Source: an optimization exercise on an open RTL-to-GDS flow (aim: small area, a short achievable clock period and few clock cycles per item). Production flows keep margins and buffers that such runs may drop. At most, simulation tests tie the RTL to the original design; equivalence was not proved. Power figures rest on the tool's default switching activity, not on a simulated workload.

==> inputs of run a <==
==> flow/design.v <==
package lbbc_pkg;
	localparam int SLOT_COUNT     = 32;
	localparam int SLOT_BITS      = 5;
	localparam int TAG_BITS       = 40;    
	localparam int REF_BITS       = 8;
	localparam int DCNT_BITS      = 6;
	localparam logic [DCNT_BITS-1:0] FLUSH_THRESHOLD_RESET = 6'd29;
	localparam logic [REF_BITS-1:0]  REF_MAX = 8'hFF;
	localparam logic [1:0] OP_GET      = 2'd0;
	localparam logic [1:0] OP_RELEASE  = 2'd1;
	localparam logic [1:0] OP_MARK     = 2'd2;
	localparam logic [1:0] OP_TRANSFER = 2'd3;
	localparam logic [1:0] ST_OK     = 2'd0;
	localparam logic [1:0] ST_NOFREE = 2'd1;
	localparam logic [1:0] ST_NOREF  = 2'd2;
	localparam logic [1:0] ST_SATUR  = 2'd3;
endpackage
module lbbc_ctrl (
	input  logic        clk,
	input  logic        arst_n,
	input  logic        push,
	input  logic [15:0] push_data,
	output logic        space,
	output logic        space_n,    
	output logic        out_valid,
	input  logic        out_ready,
	output logic [15:0] out_data
);
	logic        t_valid, h_n, t_n;
	logic [15:0] t_data;
	logic        pop;
	assign pop   = out_valid && out_ready;
	always_comb begin
		h_n = out_valid;
		t_n = t_valid;
		if (pop) begin
			h_n = t_valid || push;
			t_n = t_valid && push;
		end else if (!out_valid) begin
			h_n = push;
		end else if (push) begin
			t_n = 1'b1;
		end
	end
	assign space_n = !(h_n && t_n);
	always_ff @(posedge clk or negedge arst_n) begin
		if (!arst_n) begin
			out_valid <= 1'b0;
			t_valid   <= 1'b0;
			space     <= 1'b1;
		end else begin
			out_valid <= h_n;
			t_valid   <= t_n;
			space     <= space_n;
		end
	end
	always_ff @(posedge clk) begin
		if (pop) begin
			out_data <= t_valid ? t_data : push_data;
			if (t_valid) t_data <= push_data;
		end else if (!out_valid) begin
			out_data <= push_data;
		end else if (!t_valid) begin
			t_data <= push_data;
		end
	end
endmodule
import lbbc_pkg::*;
module lbbc_datapath (
	input  logic                  clk,
	input  logic                  arst_n,
	input  logic [SLOT_COUNT-1:0] prom,
	input  logic [SLOT_COUNT-1:0] set,
	output logic [SLOT_COUNT-1:0] sel
);
	logic [SLOT_COUNT*SLOT_COUNT-1:0] older;
	for (genvar a = 0; a < SLOT_COUNT; a++) begin : g_row
		for (genvar b = 0; b < SLOT_COUNT; b++) begin : g_col
			if (a < b) begin : g_bit
				logic n_q;
				always_ff @(posedge clk or negedge arst_n) begin
					if (!arst_n) n_q <= 1'b0;
					else if (prom[a]) n_q <= 1'b1;
					else if (prom[b]) n_q <= 1'b0;
				end
				assign older[a*SLOT_COUNT+b] = !n_q;
				assign older[b*SLOT_COUNT+a] = n_q;
			end else if (a == b) begin : g_diag
				assign older[a*SLOT_COUNT+b] = 1'b0;
			end
		end
	end
	always_comb begin
		for (int i = 0; i < SLOT_COUNT; i++) begin
			sel[i] = set[i];
			for (int j = 0; j < SLOT_COUNT; j++)
				if (j != i) sel[i] = sel[i] & (!set[j] | older[i*SLOT_COUNT+j]);
		end
	end
endmodule
import lbbc_pkg::*;
module lru_block_buffer_cache_unit (
	input  logic        clk,
	input  logic        arst_n,
	input  logic        s_axis_tvalid,
	output logic        s_axis_tready,
	input  logic [47:0] s_axis_tdata,   
	output logic        m_axis_tvalid,
	input  logic        m_axis_tready,
	output logic [15:0] m_axis_tdata,   
	input  logic        cfg_we,
	input  logic [5:0]  cfg_wdata
);
	logic [TAG_BITS-1:0]   tag_q [SLOT_COUNT];
	logic [SLOT_COUNT-1:0] tag_set_q, valid_q, dirty_q;
	logic [REF_BITS-1:0]   ref_q [SLOT_COUNT];
	logic [DCNT_BITS-1:0]  dcnt_q, thr_q;
	logic                  v1_q;
	logic [1:0]            op1_q;
	logic [TAG_BITS-1:0]   tag1_q;
	logic [SLOT_BITS-1:0]  slot1_q;
	logic                  v3_q;
	logic [1:0]            op3_q;
	logic [TAG_BITS-1:0]   tag3_q;
	logic                  slow3_q, single_q;
	logic [SLOT_COUNT-1:0] tgt3_q;
	logic                  q_space, q_space_n;
	logic                  go, exec, en3;
	logic                  v1_n, v3_n, slow3_n, single_n;
	logic                  rdy_q, go_q;
	assign s_axis_tready = rdy_q;
	assign v1_n = s_axis_tready ? s_axis_tvalid : (v1_q && !en3);
	always_ff @(posedge clk or negedge arst_n) begin
		if (!arst_n) begin
			v1_q  <= 1'b0;
			rdy_q <= 1'b1;
			go_q  <= 1'b0;
		end else begin
			v1_q  <= v1_n;
			rdy_q <= !v1_n || !v3_n || (q_space_n && !slow3_n);
			go_q  <= v3_n && q_space_n && (!slow3_n || single_n);
		end
	end
	always_ff @(posedge clk) begin
		if (s_axis_tready) begin
			op1_q   <= s_axis_tdata[1:0];
			tag1_q  <= s_axis_tdata[41:2];
			slot1_q <= s_axis_tdata[46:42];
		end
	end
	always_ff @(posedge clk or negedge arst_n) begin
		if (!arst_n) thr_q <= FLUSH_THRESHOLD_RESET;
		else if (cfg_we) thr_q <= cfg_wdata;
	end
	logic [SLOT_COUNT-1:0] alloc;
	logic                  z1, eq13;
	logic [SLOT_COUNT-1:0] tgt2;
	assign z1   = (tag1_q == '0);
	assign eq13 = (tag1_q == tag3_q);
	always_comb begin
		for (int i = 0; i < SLOT_COUNT; i++) begin
			if (op1_q != OP_GET)   tgt2[i] = (slot1_q == SLOT_BITS'(i));
			else if (alloc[i])     tgt2[i] = eq13;
			else if (!tag_set_q[i]) tgt2[i] = z1;
			else                   tgt2[i] = (tag_q[i] == tag1_q);
		end
	end
	logic                  is_get3, is_rel3, is_mark3, is_xfer3, hit3;
	logic [SLOT_COUNT-1:0] nz, one, full, net_set, oldest, rem, gvec, prom;
	logic [SLOT_COUNT-1:0] free_q, free_n, net_q, tgt3_n;
	logic                  use_set, use_set_n, any_free;
	logic                  t_nz, t_full, t_valid, t_dirty, t_nzclean;
	logic [SLOT_BITS-1:0]  gslot;
	logic [1:0]            r_st;
	logic [SLOT_BITS-1:0]  r_slot;
	logic                  r_hit, r_nr, r_fl;
	logic [DCNT_BITS-1:0]  dcnt_n;
	logic                  dcnt_inc, dcnt_dec;
	assign is_get3  = (op3_q == OP_GET);
	assign is_rel3  = (op3_q == OP_RELEASE);
	assign is_mark3 = (op3_q == OP_MARK);
	assign is_xfer3 = (op3_q == OP_TRANSFER);
	assign hit3     = |tgt3_q;
	assign go   = go_q;
	assign exec = go;
	assign en3  = !v3_q || go;
	always_comb begin
		for (int i = 0; i < SLOT_COUNT; i++) begin
			nz[i]   = (ref_q[i] != '0);
			one[i]  = (ref_q[i] == REF_BITS'(1));
			full[i] = (ref_q[i] == REF_MAX);
		end
	end
	always_comb begin
		for (int i = 0; i < SLOT_COUNT; i++) begin
			free_n[i] = free_q[i];
			if (alloc[i]) free_n[i] = 1'b0;
			if (go && tgt3_q[i]) begin
				if (is_get3) free_n[i] = 1'b0;
				if (is_rel3 && one[i]) free_n[i] = !dirty_q[i];
				if (is_xfer3) free_n[i] = !nz[i];
			end
		end
	end
	assign use_set_n = slow3_n && !single_n;
	assign any_free  = |free_q;
	assign use_set   = slow3_q && !single_q;
	assign net_set   = net_q;
	always_ff @(posedge clk or negedge arst_n) begin
		if (!arst_n) begin
			free_q <= '1;
			net_q  <= '1;
		end else begin
			free_q <= free_n;
			net_q  <= use_set_n ? tgt3_n : free_n;
		end
	end
	assign prom = {SLOT_COUNT{go && is_rel3}} & tgt3_q & one;
	lbbc_datapath u_age (
		.clk    (clk),
		.arst_n (arst_n),
		.prom   (prom),
		.set    (net_set),
		.sel    (oldest)
	);
	assign rem   = tgt3_q & ~oldest;
	assign alloc = {SLOT_COUNT{go && is_get3 && !hit3}} & oldest;
	assign t_nz      = |(tgt3_q & nz);
	assign t_full    = |(tgt3_q & full);
	assign t_valid   = |(tgt3_q & valid_q);
	assign t_dirty   = |(tgt3_q & dirty_q);
	assign t_nzclean = |(tgt3_q & nz & ~dirty_q);
	assign gvec = hit3 ? tgt3_q : oldest;
	always_comb begin
		gslot = '0;
		for (int i = 0; i < SLOT_COUNT; i++)
			if (gvec[i]) gslot = gslot | SLOT_BITS'(i);
	end
	assign dcnt_inc = is_mark3 && t_nzclean;
	assign dcnt_dec = is_xfer3 && t_dirty;
	assign dcnt_n   = dcnt_inc ? dcnt_q + 1'b1 : dcnt_dec ? dcnt_q - 1'b1 : dcnt_q;
	always_comb begin
		r_st = ST_OK; r_slot = '0; r_hit = 1'b0; r_nr = 1'b0; r_fl = 1'b0;
		case (op3_q)
			OP_GET: begin
				r_fl = (dcnt_q >= thr_q);
				if (hit3) begin
					r_slot = gslot;
					r_hit  = 1'b1;
					r_nr   = !t_valid;
					if (t_full) r_st = ST_SATUR;
				end else if (any_free) begin
					r_slot = gslot;
					r_nr   = 1'b1;
				end else begin
					r_st = ST_NOFREE;
				end
			end
			OP_RELEASE, OP_MARK: if (!t_nz) r_st = ST_NOREF;
			default: ;
		endcase
	end
	always_ff @(posedge clk or negedge arst_n) begin
		if (!arst_n) begin
			v3_q      <= 1'b0;
			dcnt_q    <= '0;
			tag_set_q <= '0;
			valid_q   <= '0;
			dirty_q   <= '0;
			for (int i = 0; i < SLOT_COUNT; i++) ref_q[i] <= '0;
		end else begin
			v3_q <= v3_n;
			if (go) dcnt_q <= dcnt_n;
			for (int i = 0; i < SLOT_COUNT; i++) begin
				if (alloc[i]) begin
					tag_set_q[i] <= 1'b1;
					valid_q[i]   <= 1'b0;
					ref_q[i]     <= REF_BITS'(1);
				end
				if (go && tgt3_q[i]) begin
					if (is_get3 && !full[i]) ref_q[i] <= ref_q[i] + 1'b1;
					if (is_rel3 && nz[i])    ref_q[i] <= ref_q[i] - 1'b1;
					if (is_mark3 && nz[i])   dirty_q[i] <= 1'b1;
					if (is_xfer3) begin
						dirty_q[i] <= 1'b0;
						valid_q[i] <= 1'b1;
					end
				end
			end
		end
	end
	always_ff @(posedge clk) begin
		for (int i = 0; i < SLOT_COUNT; i++)
			if (alloc[i]) tag_q[i] <= tag3_q;
		slow3_q  <= slow3_n;
		single_q <= single_n;
		tgt3_q   <= tgt3_n;
		if (en3) begin
			op3_q    <= op1_q;
			tag3_q   <= tag1_q;
		end
	end
	assign tgt3_n   = en3 ? tgt2 : (use_set && (|rem)) ? rem : tgt3_q;
	assign v3_n     = en3 ? v1_q : v3_q;
	assign slow3_n  = en3 ? ((op1_q == OP_GET) && z1) : slow3_q;
	assign single_n = en3 ? 1'b0 : use_set ? !(|rem) : single_q;
	lbbc_ctrl u_q (
		.clk       (clk),
		.arst_n    (arst_n),
		.push      (exec),
		.push_data ({dcnt_n, r_fl, r_nr, r_hit, r_slot, r_st}),
		.space     (q_space),
		.space_n   (q_space_n),
		.out_valid (m_axis_tvalid),
		.out_ready (m_axis_tready),
		.out_data  (m_axis_tdata)
	);
endmodule
==> flow/flow/run.sh <==
#!/bin/bash
# Standard synthesis unchanged; the rest of the standard layout with timing
# repair asked for a larger setup margin, so that it keeps improving paths
# well past the 13 ns clock.
set -euo pipefail
bash standard.sh synth > synth.log 2>&1
bash standard.sh SETUP_SLACK_MARGIN=9 finish > layout.log 2>&1
==> flow/standard.sh <==
#!/bin/bash
# synth_recipe.tcl (not shown) runs the flow's synth.tcl, then flattens the netlist and writes it again
# the make line also repeats each setting of config.mk as NAME=value (left out here)
make -C /OpenROAD-flow-scripts/flow DESIGN_CONFIG=/design/flow/config.mk WORK_HOME=/design/flow/orfs CLKGATE_MAP_FILE= SYNTH_SCRIPT=/design/flow/synth_recipe.tcl "${@:-finish}"
==> flow/config.mk <==
export PLATFORM = sky130hd
export DESIGN_NAME = lru_block_buffer_cache_unit
export DESIGN_NICKNAME = lru_block_buffer_cache_unit
export VERILOG_FILES = /design/flow/design.v
export SDC_FILE = /design/flow/constraint.sdc
export NUM_CORES = 4
export LEC_CHECK = 0
export ABC_CLOCK_PERIOD_IN_PS = 4000
export CAP_MARGIN = 20
export CORE_MARGIN = 2
export CORE_UTILIZATION = 35
export SLEW_MARGIN = 20
==> flow/constraint.sdc <==
create_clock -name core_clock -period 13.0 [get_ports {clk}]
set_input_delay 2.6000 -clock core_clock [delete_from_list [all_inputs] [get_ports {clk}]]
set_output_delay 2.6000 -clock core_clock [all_outputs]
set_load 0.01 [all_outputs]
==> inputs of run b, as changes to run a <==
--- a/flow/design.v
+++ b/flow/design.v
@@ -28,8 +28,8 @@
 );
-	logic        t_valid, h_n, t_n;
+	logic        h_valid, t_valid, h_n, t_n;
 	logic [15:0] t_data;
 	logic        pop;
-	assign pop   = out_valid && out_ready;
+	assign pop   = h_valid && out_ready;
 	always_comb begin
-		h_n = out_valid;
+		h_n = h_valid;
 		t_n = t_valid;
@@ -38,3 +38,3 @@
 			t_n = t_valid && push;
-		end else if (!out_valid) begin
+		end else if (!h_valid) begin
 			h_n = push;
@@ -47,2 +47,3 @@
 		if (!arst_n) begin
+			h_valid   <= 1'b0;
 			out_valid <= 1'b0;
@@ -51,3 +52,4 @@
 		end else begin
-			out_valid <= h_n;
+			h_valid   <= h_n;
+			out_valid <= push || t_valid || (out_valid && !out_ready);
 			t_valid   <= t_n;
@@ -60,3 +62,3 @@
 			if (t_valid) t_data <= push_data;
-		end else if (!out_valid) begin
+		end else if (!h_valid) begin
 			out_data <= push_data;
@@ -130,4 +132,6 @@
 	logic                  rdy_q, go_q;
+	logic rdy;
 	assign s_axis_tready = rdy_q;
-	assign v1_n = s_axis_tready ? s_axis_tvalid : (v1_q && !en3);
+	assign rdy  = !v1_q || !v3_q || (q_space && !slow3_q);
+	assign v1_n = rdy ? s_axis_tvalid : (v1_q && !en3);
 	always_ff @(posedge clk or negedge arst_n) begin
@@ -144,3 +148,3 @@
 	always_ff @(posedge clk) begin
-		if (s_axis_tready) begin
+		if (rdy) begin
 			op1_q   <= s_axis_tdata[1:0];
--- a/flow/flow/run.sh
+++ b/flow/flow/run.sh
@@ -6,2 +6,2 @@
 bash standard.sh synth > synth.log 2>&1
-bash standard.sh SETUP_SLACK_MARGIN=9 finish > layout.log 2>&1
+bash standard.sh SETUP_SLACK_MARGIN=9.2 finish > layout.log 2>&1
- CTS_CLUSTER_DIAMETER: unset -> 60
- CTS_CLUSTER_SIZE: unset -> 30
- PLACE_DENSITY: unset -> 0.42
==> inputs of run c, as changes to run a <==
--- a/flow/design.v
+++ b/flow/design.v
@@ -28,8 +28,8 @@
 );
-	logic        t_valid, h_n, t_n;
+	logic        h_valid, t_valid, h_n, t_n;
 	logic [15:0] t_data;
 	logic        pop;
-	assign pop   = out_valid && out_ready;
+	assign pop   = h_valid && out_ready;
 	always_comb begin
-		h_n = out_valid;
+		h_n = h_valid;
 		t_n = t_valid;
@@ -38,3 +38,3 @@
 			t_n = t_valid && push;
-		end else if (!out_valid) begin
+		end else if (!h_valid) begin
 			h_n = push;
@@ -47,2 +47,3 @@
 		if (!arst_n) begin
+			h_valid   <= 1'b0;
 			out_valid <= 1'b0;
@@ -51,3 +52,4 @@
 		end else begin
-			out_valid <= h_n;
+			h_valid   <= h_n;
+			out_valid <= push || t_valid || (out_valid && !out_ready);
 			t_valid   <= t_n;
@@ -60,3 +62,3 @@
 			if (t_valid) t_data <= push_data;
-		end else if (!out_valid) begin
+		end else if (!h_valid) begin
 			out_data <= push_data;
@@ -130,4 +132,7 @@
 	logic                  rdy_q, go_q;
+	logic rdy;
 	assign s_axis_tready = rdy_q;
-	assign v1_n = s_axis_tready ? s_axis_tvalid : (v1_q && !en3);
+	logic up_q;   
+	assign rdy  = up_q && (!v1_q || !v3_q || (q_space && !slow3_q));
+	assign v1_n = rdy ? s_axis_tvalid : (v1_q && !en3);
 	always_ff @(posedge clk or negedge arst_n) begin
@@ -135,3 +140,4 @@
 			v1_q  <= 1'b0;
-			rdy_q <= 1'b1;
+			rdy_q <= 1'b0;   
+			up_q  <= 1'b0;
 			go_q  <= 1'b0;
@@ -139,2 +145,3 @@
 			v1_q  <= v1_n;
+			up_q  <= 1'b1;
 			rdy_q <= !v1_n || !v3_n || (q_space_n && !slow3_n);
@@ -144,3 +151,3 @@
 	always_ff @(posedge clk) begin
-		if (s_axis_tready) begin
+		if (rdy) begin
 			op1_q   <= s_axis_tdata[1:0];
@@ -169,3 +176,3 @@
 	logic [SLOT_COUNT-1:0] nz, one, full, net_set, oldest, rem, gvec, prom;
-	logic [SLOT_COUNT-1:0] free_q, free_n, net_q, tgt3_n;
+	logic [SLOT_COUNT-1:0] free, free_n, net_q, net_n, tgt3_n;
 	logic                  use_set, use_set_n, any_free;
@@ -191,2 +198,3 @@
 			full[i] = (ref_q[i] == REF_MAX);
+			free[i] = !nz[i] && !dirty_q[i];
 		end
@@ -195,3 +203,3 @@
 		for (int i = 0; i < SLOT_COUNT; i++) begin
-			free_n[i] = free_q[i];
+			free_n[i] = free[i];
 			if (alloc[i]) free_n[i] = 1'b0;
@@ -205,3 +213,3 @@
 	assign use_set_n = slow3_n && !single_n;
-	assign any_free  = |free_q;
+	assign any_free  = |free;
 	assign use_set   = slow3_q && !single_q;
@@ -209,9 +217,4 @@
 	always_ff @(posedge clk or negedge arst_n) begin
-		if (!arst_n) begin
-			free_q <= '1;
-			net_q  <= '1;
-		end else begin
-			free_q <= free_n;
-			net_q  <= use_set_n ? tgt3_n : free_n;
-		end
+		if (!arst_n) net_q <= '1;
+		else net_q <= net_n;
 	end
@@ -225,3 +228,3 @@
 	);
-	assign rem   = tgt3_q & ~oldest;
+	assign rem   = net_q & ~oldest;
 	assign alloc = {SLOT_COUNT{go && is_get3 && !hit3}} & oldest;
@@ -302,3 +305,5 @@
 	end
-	assign tgt3_n   = en3 ? tgt2 : (use_set && (|rem)) ? rem : tgt3_q;
+	assign tgt3_n   = en3 ? tgt2 : use_set ? oldest : tgt3_q;
+	assign net_n    = en3 ? (slow3_n ? tgt2 : free_n)
+	                      : use_set ? (rem | (free_n & {SLOT_COUNT{!(|net_q)}})) : free_n;
 	assign v3_n     = en3 ? v1_q : v3_q;
--- a/flow/flow/run.sh
+++ b/flow/flow/run.sh
@@ -6,2 +6,2 @@
 bash standard.sh synth > synth.log 2>&1
-bash standard.sh SETUP_SLACK_MARGIN=9 finish > layout.log 2>&1
+bash standard.sh SETUP_SLACK_MARGIN=9.3 finish > layout.log 2>&1
- CTS_CLUSTER_DIAMETER: unset -> 120
- CTS_CLUSTER_SIZE: unset -> 18
- PLACE_DENSITY: unset -> 0.42
==> inputs of run d, as changes to run a <==
--- a/flow/design.v
+++ b/flow/design.v
@@ -28,8 +28,8 @@
 );
-	logic        t_valid, h_n, t_n;
+	logic        h_valid, t_valid, h_n, t_n;
 	logic [15:0] t_data;
 	logic        pop;
-	assign pop   = out_valid && out_ready;
+	assign pop   = h_valid && out_ready;
 	always_comb begin
-		h_n = out_valid;
+		h_n = h_valid;
 		t_n = t_valid;
@@ -38,3 +38,3 @@
 			t_n = t_valid && push;
-		end else if (!out_valid) begin
+		end else if (!h_valid) begin
 			h_n = push;
@@ -47,2 +47,3 @@
 		if (!arst_n) begin
+			h_valid   <= 1'b0;
 			out_valid <= 1'b0;
@@ -51,3 +52,4 @@
 		end else begin
-			out_valid <= h_n;
+			h_valid   <= h_n;
+			out_valid <= push || t_valid || (out_valid && !out_ready);
 			t_valid   <= t_n;
@@ -60,3 +62,3 @@
 			if (t_valid) t_data <= push_data;
-		end else if (!out_valid) begin
+		end else if (!h_valid) begin
 			out_data <= push_data;
@@ -130,4 +132,7 @@
 	logic                  rdy_q, go_q;
+	logic rdy;
 	assign s_axis_tready = rdy_q;
-	assign v1_n = s_axis_tready ? s_axis_tvalid : (v1_q && !en3);
+	logic up_q;   
+	assign rdy  = up_q && (!v1_q || !v3_q || (q_space && !slow3_q));
+	assign v1_n = rdy ? s_axis_tvalid : (v1_q && !en3);
 	always_ff @(posedge clk or negedge arst_n) begin
@@ -135,3 +140,4 @@
 			v1_q  <= 1'b0;
-			rdy_q <= 1'b1;
+			rdy_q <= 1'b0;   
+			up_q  <= 1'b0;
 			go_q  <= 1'b0;
@@ -139,2 +145,3 @@
 			v1_q  <= v1_n;
+			up_q  <= 1'b1;
 			rdy_q <= !v1_n || !v3_n || (q_space_n && !slow3_n);
@@ -144,3 +151,3 @@
 	always_ff @(posedge clk) begin
-		if (s_axis_tready) begin
+		if (rdy) begin
 			op1_q   <= s_axis_tdata[1:0];
@@ -169,3 +176,3 @@
 	logic [SLOT_COUNT-1:0] nz, one, full, net_set, oldest, rem, gvec, prom;
-	logic [SLOT_COUNT-1:0] free_q, free_n, net_q, tgt3_n;
+	logic [SLOT_COUNT-1:0] free_q, free_n, net_q, net_n, tgt3_n;
 	logic                  use_set, use_set_n, any_free;
@@ -214,3 +221,3 @@
 			free_q <= free_n;
-			net_q  <= use_set_n ? tgt3_n : free_n;
+			net_q  <= net_n;
 		end
@@ -225,3 +232,3 @@
 	);
-	assign rem   = tgt3_q & ~oldest;
+	assign rem   = net_q & ~oldest;
 	assign alloc = {SLOT_COUNT{go && is_get3 && !hit3}} & oldest;
@@ -302,3 +309,5 @@
 	end
-	assign tgt3_n   = en3 ? tgt2 : (use_set && (|rem)) ? rem : tgt3_q;
+	assign tgt3_n   = en3 ? tgt2 : use_set ? oldest : tgt3_q;
+	assign net_n    = en3 ? (slow3_n ? tgt2 : free_n)
+	                      : use_set ? (rem | (free_n & {SLOT_COUNT{!(|net_q)}})) : free_n;
 	assign v3_n     = en3 ? v1_q : v3_q;
--- a/flow/flow/run.sh
+++ b/flow/flow/run.sh
@@ -6,2 +6,2 @@
 bash standard.sh synth > synth.log 2>&1
-bash standard.sh SETUP_SLACK_MARGIN=9 finish > layout.log 2>&1
+bash standard.sh SETUP_SLACK_MARGIN=9.3 finish > layout.log 2>&1
- PLACE_DENSITY: unset -> 0.42
==> comparison <==
- In run a the synthesized area is higher than in run c, by about 0.3%.
- Sequential cell count, highest first: run d, run b, run a, run c.
- Final cell count: run d > run b > run a > run c.
- The highest clock-buffer cell count belongs to run d, the lowest to run c.
- The highest utilization belongs to run d, the lowest to run c.
- The lowest hold slack belongs to run a, the highest to run c.
==> figures <==
quantity	run d	run b	run c	run a
Synth cell types	90	104	95	87
Status	timing/DRC/antenna clean	timing/DRC/antenna clean	timing/DRC/antenna clean	timing/DRC/antenna clean
Area after detailed placement	121000 um^2	121000 um^2	120000 um^2	120000 um^2
Switching share of total power	41.9%	44.7%	44.4%	42.9%
Fraction of post-synthesis cell area in the top cell type by area	37.7%	36.6%	37.8%	36.9%
Number of global-route vias before repair	85500	84900	84200	86500
Amount of wire on met2 after detailed routing	250000 um	255000 um	245000 um	210000 um
Largest net degree at the start of global routing	160	152	159	148
Post-layout min period	4.18 ns	4.26 ns	4.12 ns	4.36 ns
Leakage power	51.3 nW	50.2 nW	47.0 nW	49.3 nW
Syn nets	10500	10500	10500	10400
Total clock network power	8.04 mW	7.84 mW	5.18 mW	7.80 mW
FF-to-FF setup slack	9.07 ns	8.85 ns	9.18 ns	8.72 ns
Critical Path Max Stage Delay	0.50 ns	0.56 ns	0.51 ns	0.77 ns
Testbench counts of run a, summed over its fixed seeds: cycles 3,224, items 3,200.
Testbench counts of run c, summed over its fixed seeds: cycles 3,224, items 3,200.
Testbench counts of run d, summed over its fixed seeds: cycles 3,224, items 3,200.
Only the layout flow was run in run b; the RTL was not checked for function there.

separate check: timing with driven ports:
No port has a modelled driver above. Below, the same layouts with a new extraction and two added sets of constraints. Step 1 assumes that a clkbuf_16 drives the clock port and a buf_2 every other input. Step 2 moves the port delays by t, midway between the first and last clock arrival at a register: inputs arrive t later, outputs are due t later. That takes back most of the time a late clock gives input paths. Slacks: ideal / step 1 / step 2; pairs: ideal / step 1.
run	shift t [ns]	setup slack, ns	worst hold slack (ns)
run a	1.002	8.637 / 8.522 / 8.276	0.472 / 0.472 / 0.472
run b	1.051	8.740 / 8.636 / 8.422	0.474 / 0.474 / 0.474
run c	0.962	8.883 / 8.784 / 8.554	0.489 / 0.489 / 0.489
run d	1.000	8.817 / 8.713 / 8.543	0.481 / 0.481 / 0.481
After both steps setup and hold are still met in every run listed. The setup slack of run a, which loses most, moves by -0.115 ns with the drivers and by -0.361 ns with both steps. Setup slack includes reset recovery checks.
